Source: an optimization exercise on an open RTL-to-GDS flow (aim: small area and a short achievable clock period). Production flows keep margins and buffers that such runs may drop. At most, simulation tests tie the RTL to the original design; equivalence was not proved. No activity file was given, so power comes from the tool's default toggle rates.

Setup of wip/zinc:
// dma_read
module dma_read (
    input  logic        clk,
    input  logic        rst,
    input  logic        s_awvalid,
    output logic        s_awready,
    input  logic [31:0] s_awaddr,
    input  logic        s_wvalid,
    output logic        s_wready,
    input  logic [31:0] s_wdata,
    input  logic [3:0]  s_wstrb,
    output logic        s_bvalid,
    input  logic        s_bready,
    output logic [1:0]  s_bresp,
    input  logic        s_arvalid,
    output logic        s_arready,
    input  logic [31:0] s_araddr,
    output logic        s_rvalid,
    input  logic        s_rready,
    output logic [31:0] s_rdata,
    output logic [1:0]  s_rresp,
    output logic [7:0]  m_arid,
    output logic [31:0] m_araddr,
    output logic [7:0]  m_arlen,
    output logic [2:0]  m_arsize,
    output logic [1:0]  m_arburst,
    output logic        m_arlock,
    output logic [3:0]  m_arcache,
    output logic [2:0]  m_arprot,
    output logic [3:0]  m_arqos,
    output logic [3:0]  m_arregion,
    output logic        m_arvalid,
    input  logic        m_arready,
    input  logic [63:0] m_rdata,
    input  logic        m_rvalid,
    output logic        m_rready,
    output logic [63:0] tdata,
    output logic        tvalid,
    input  logic        tready
);
    logic [68:0] ar;
    logic [68:0] cmd;
    logic        cmd_valid;
    logic        cmd_ready;
    logic        busy;
    logic        beat_done;
    assign m_arid     = ar[68:61];
    assign m_araddr   = ar[60:29];
    assign m_arlen    = ar[28:21];
    assign m_arsize   = ar[20:18];
    assign m_arburst  = ar[17:16];
    assign m_arlock   = ar[15];
    assign m_arcache  = ar[14:11];
    assign m_arprot   = ar[10:8];
    assign m_arqos    = ar[7:4];
    assign m_arregion = ar[3:0];
    dma_read_regs regs_i (
        .s_axi4l   (clk),
        .rst       (rst),
        .awvalid   (s_awvalid),
        .awready   (s_awready),
        .awaddr    (s_awaddr),
        .wvalid    (s_wvalid),
        .wready    (s_wready),
        .wdata     (s_wdata),
        .wstrb     (s_wstrb),
        .bvalid    (s_bvalid),
        .bready    (s_bready),
        .bresp     (s_bresp),
        .arvalid   (s_arvalid),
  ...
Size: roughly 3,500 cells after synthesis, roughly 1,400 flip-flops, roughly 350 I/O pins, ~0.055 mm^2 of cells after synthesis.
make LEC_CHECK=0 CAP_MARGIN=20 CORE_MARGIN=2 CORE_UTILIZATION=40 SETUP_SLACK_MARGIN=2.8 SLEW_MARGIN=20 finish   # period 5.0 ns
run.sh (not shown) runs the stock make flow with config.mk's settings and CLKGATE_MAP_FILE= SYNTH_SCRIPT=/design/flow/synth_recipe.tcl, a recipe that flattens the netlist after the stock synthesis.
wip/zinc finished end to end and its layout was clean on timing, DRC and antenna.
[inputs] wip/umber vs wip/zinc
- SETUP_SLACK_MARGIN: 2.8 -> 2.5
Notes after the runs:
wip/umber: full flow OK, the timing, design-rule and antenna checks passed. Area: wip/umber vs wip/zinc -> wip/umber smaller. On clock group share of total power, wip/zinc and wip/umber are neck and neck. Summary of wip/umber over wip/zinc: period utilization neither gained nor lost much; global-route usage lost 1.6 points; routed via count lost about 4%. wip/umber and wip/zinc ended up with roughly the same arithmetic-cell share of the synthesized area counting full adders, half adders and majority gates. Between wip/zinc and wip/umber, first-iteration DRC count decreased.
Function was not checked in any run of this note: the RTL went through the layout flow alone.

========
dma_read, a different RTL version from the one above (not shown whole).
Size in the first run: about 4300 cells after synthesis, roughly 350 I/O pins, roughly 0.056 sq mm of cells after synthesis.
==> flow/design.v (excerpt) <==
module dma_read (
    input  logic        clk,
    input  logic        rst,
    input  logic        s_awvalid,
    output logic        s_awready,
    input  logic [31:0] s_awaddr,
    input  logic        s_wvalid,
    output logic        s_wready,
    input  logic [31:0] s_wdata,
    input  logic [3:0]  s_wstrb,
    output logic        s_bvalid,
    input  logic        s_bready,
    output logic [1:0]  s_bresp,
    input  logic        s_arvalid,
    output logic        s_arready,
    input  logic [31:0] s_araddr,
    output logic        s_rvalid,
    input  logic        s_rready,
    output logic [31:0] s_rdata,
    output logic [1:0]  s_rresp,
    output logic [7:0]  m_arid,
    output logic [31:0] m_araddr,
    output logic [7:0]  m_arlen,
    output logic [2:0]  m_arsize,
    output logic [1:0]  m_arburst,
    output logic        m_arlock,
    output logic [3:0]  m_arcache,
    output logic [2:0]  m_arprot,
    output logic [3:0]  m_arqos,
    output logic [3:0]  m_arregion,
    output logic        m_arvalid,
    input  logic        m_arready,
    input  logic [63:0] m_rdata,
    input  logic        m_rvalid,
    output logic        m_rready,
    output logic [63:0] tdata,
    output logic        tvalid,
    input  logic        tready
);
clock: 5.0 ns
lec_check: 0
abc_area: 1
cap_margin: 20
core_margin: 2
core_utilization: 75
cts_cluster_diameter: 100
cts_cluster_size: 25
setup_slack_margin: 2.8
slew_margin: 20
standard.sh (not shown) runs the stock make flow with config.mk's settings and CLKGATE_MAP_FILE= SYNTH_SCRIPT=/design/flow/synth_recipe.tcl, a recipe that flattens the netlist after the stock synthesis.
==> flow/flow/run.sh <==
#!/bin/bash
# Layout flow: the standard ORFS flow, with the ports buffered by
# plain buffers (buf_2) instead of the delay cells buffer_ports picks by
# itself.  Every tool's output goes to a log file in this folder; ORFS
# keeps its per-step logs under orfs/logs.
set -euo pipefail
export BUFFER_PORTS_ARGS="-buffer_cell sky130_fd_sc_hd__buf_2"
bash standard.sh > standard_flow.log 2>&1
Change:
Settings changed: ABC_AREA 1 to default.
Effect:
- critical path depth came out lower by 2
- routed wire length came out lower by a few percent
- non-clock buffer count climbs by 3
- design area went down by a few percent
- die area falls by a few percent
- global-route usage is lower by 0.37 points
- clock power grows slightly
- worst setup slack improves by 0.18 ns
- cell count goes down by about a fifth
- total power decreases by a few percent

========
dma_read, a different RTL version from the one above (not shown whole).
Size in the first run: ~3,200 cells after synthesis, roughly 1,500 flip-flops, ~350 I/O pins.
==> flow/design.v (excerpt) <==
module dma_read (
    input  logic        clk,
    input  logic        rst,
    input  logic        s_awvalid,
    output logic        s_awready,
    input  logic [31:0] s_awaddr,
    input  logic        s_wvalid,
    output logic        s_wready,
    input  logic [31:0] s_wdata,
    input  logic [3:0]  s_wstrb,
    output logic        s_bvalid,
    input  logic        s_bready,
    output logic [1:0]  s_bresp,
    input  logic        s_arvalid,
    output logic        s_arready,
    input  logic [31:0] s_araddr,
    output logic        s_rvalid,
    input  logic        s_rready,
    output logic [31:0] s_rdata,
    output logic [1:0]  s_rresp,
    output logic [7:0]  m_arid,
    output logic [31:0] m_araddr,
    output logic [7:0]  m_arlen,
    output logic [2:0]  m_arsize,
    output logic [1:0]  m_arburst,
    output logic        m_arlock,
    output logic [3:0]  m_arcache,
    output logic [2:0]  m_arprot,
    output logic [3:0]  m_arqos,
    output logic [3:0]  m_arregion,
    output logic        m_arvalid,
    input  logic        m_arready,
    input  logic [63:0] m_rdata,
    input  logic        m_rvalid,
    output logic        m_rready,
    output logic [63:0] tdata,
    output logic        tvalid,
    input  logic        tready
);
Settings: LEC_CHECK=0, CAP_MARGIN=20, CORE_MARGIN=2, CORE_UTILIZATION=65, CTS_CLUSTER_DIAMETER=100, CTS_CLUSTER_SIZE=25, SETUP_SLACK_MARGIN=2.8, SLEW_MARGIN=20; clock period 5.0 ns.
==> flow/flow/run.sh <==
#!/bin/bash
# Layout flow: the standard ORFS flow, with the ports buffered by
# plain buffers (buf_1) instead of the delay cells buffer_ports picks by
# itself.  Every tool's output goes to a log file in this folder; ORFS
# keeps its per-step logs under orfs/logs.
set -euo pipefail
export BUFFER_PORTS_ARGS="-buffer_cell sky130_fd_sc_hd__buf_1"
bash standard.sh > standard_flow.log 2>&1
The starting point produced a clean layout.
Then changed:
--- a/flow/config.mk
+++ b/flow/config.mk
@@ -9,5 +9,5 @@
 export CORE_MARGIN = 2
-export CORE_UTILIZATION = 65
-export CTS_CLUSTER_DIAMETER = 100
-export CTS_CLUSTER_SIZE = 25
+export CORE_UTILIZATION = 75
+export CTS_CLUSTER_DIAMETER = 105
+export CTS_CLUSTER_SIZE = 28
 export SETUP_SLACK_MARGIN = 2.8
Result:
- count of clock-buffer cells in the layout came out lower by 11
- sequential share of layout area came out higher by 0.68 points
- power goes down by 2.3%
- routed wire length went down by 4.2%
- maximum frequency goes down by 1.4%
Then changed:
==> flow/flow/run.sh (replaced) <==
#!/bin/bash
# Layout flow: the standard ORFS flow, with the ports buffered by
# plain buffers (buf_2) instead of the delay cells buffer_ports picks by
# itself.  Every tool's output goes to a log file in this folder; ORFS
# keeps its per-step logs under orfs/logs.
set -euo pipefail
export BUFFER_PORTS_ARGS="-buffer_cell sky130_fd_sc_hd__buf_2"
bash standard.sh > standard_flow.log 2>&1
--- a/flow/config.mk
+++ b/flow/config.mk
@@ -9,5 +9,5 @@
 export CORE_MARGIN = 2
-export CORE_UTILIZATION = 75
-export CTS_CLUSTER_DIAMETER = 105
-export CTS_CLUSTER_SIZE = 28
+export CORE_UTILIZATION = 65
+export CTS_CLUSTER_DIAMETER = 110
+export CTS_CLUSTER_SIZE = 30
 export SETUP_SLACK_MARGIN = 2.8
Effect: The new run passed the timing, design-rule and antenna checks. Utilization shrinks by 10 points. Die area rose by 15%. Maximum frequency climbs by about 1.8%.
Then changed:
--- a/flow/config.mk
+++ b/flow/config.mk
@@ -9,6 +9,6 @@
 export CORE_MARGIN = 2
-export CORE_UTILIZATION = 65
+export CORE_UTILIZATION = 70
 export CTS_CLUSTER_DIAMETER = 110
-export CTS_CLUSTER_SIZE = 30
-export SETUP_SLACK_MARGIN = 2.8
+export CTS_CLUSTER_SIZE = 28
+export SETUP_SLACK_MARGIN = 2.7
 export SLEW_MARGIN = 20
What happened:
- The changed run passed the timing, design-rule and antenna checks
- synthesized area stays the same
- utilization is higher by 5.0 points
- hold slack hardly moves
Then changed:
--- a/flow/config.mk
+++ b/flow/config.mk
@@ -9,5 +9,5 @@
 export CORE_MARGIN = 2
-export CORE_UTILIZATION = 70
+export CORE_UTILIZATION = 72
 export CTS_CLUSTER_DIAMETER = 110
-export CTS_CLUSTER_SIZE = 28
+export CTS_CLUSTER_SIZE = 30
 export SETUP_SLACK_MARGIN = 2.7
=> Fmax falls by 1.1%. Synthesized area does not change. Wire length falls by 0.66%. Combinational power hardly moves. Final cell count falls by 1.2%.

==> port drivers added, routing unchanged <==
In the flow no input, the clock included, has a driving cell. The finished layouts below were timed again as built, in two steps. Step 1 sets driving cells, clkbuf_16 on the clock port and buf_2 on the other inputs (assumed; they add their load-dependent delay and slew). Step 2 also shifts input and output timing later by t, the mid clock arrival at the registers, as if the neighbouring blocks saw the same clock. Three values: ideal ports, drivers, drivers and shift; two values: the first two.
run | t (ns) | slack for setup (ns) | hold slack, ns | worst setup path after step 2 | latest minus earliest clock arrival (ns)
wip/zinc | 0.857 | 1.922 / 1.922 / 1.437 | 0.507 / 0.507 / 0.507 | input to register | 0.069 / 0.068
wip/umber | 0.845 | 1.916 / 1.916 / 1.613 | 0.483 / 0.483 / 0.483 | input to register | 0.045 / 0.044
the first run of note 2 | 0.712 | 2.436 / 2.401 / 1.953 | 0.472 / 0.472 / 0.472 | input to register | 0.030 / 0.031
the second run of note 2 | 0.720 | 2.615 / 2.574 / 2.047 | 0.516 / 0.516 / 0.516 | input to register | 0.039 / 0.040
the first run of note 3 | 0.716 | 2.590 / 2.548 / 2.079 | 0.497 / 0.497 / 0.497 | input to register | 0.030 / 0.031
the second run of note 3 | 0.744 | 2.556 / 2.552 / 2.045 | 0.520 / 0.511 / 0.520 | input to register | 0.036 / 0.037
the third run of note 3 | 0.745 | 2.600 / 2.552 / 2.078 | 0.511 / 0.507 / 0.511 | input to register | 0.034 / 0.034
the fourth run of note 3 | 0.736 | 2.617 / 2.572 / 2.047 | 0.511 / 0.502 / 0.511 | input to register | 0.034 / 0.034
the fifth run of note 3 | 0.738 | 2.590 / 2.546 / 2.016 | 0.521 / 0.517 / 0.521 | input to register | 0.036 / 0.036
After both steps every run listed still meets setup and hold. For the fifth run of note 3, which loses most, drivers alone change the setup slack by -0.044 ns; drivers and shift together by -0.574 ns.
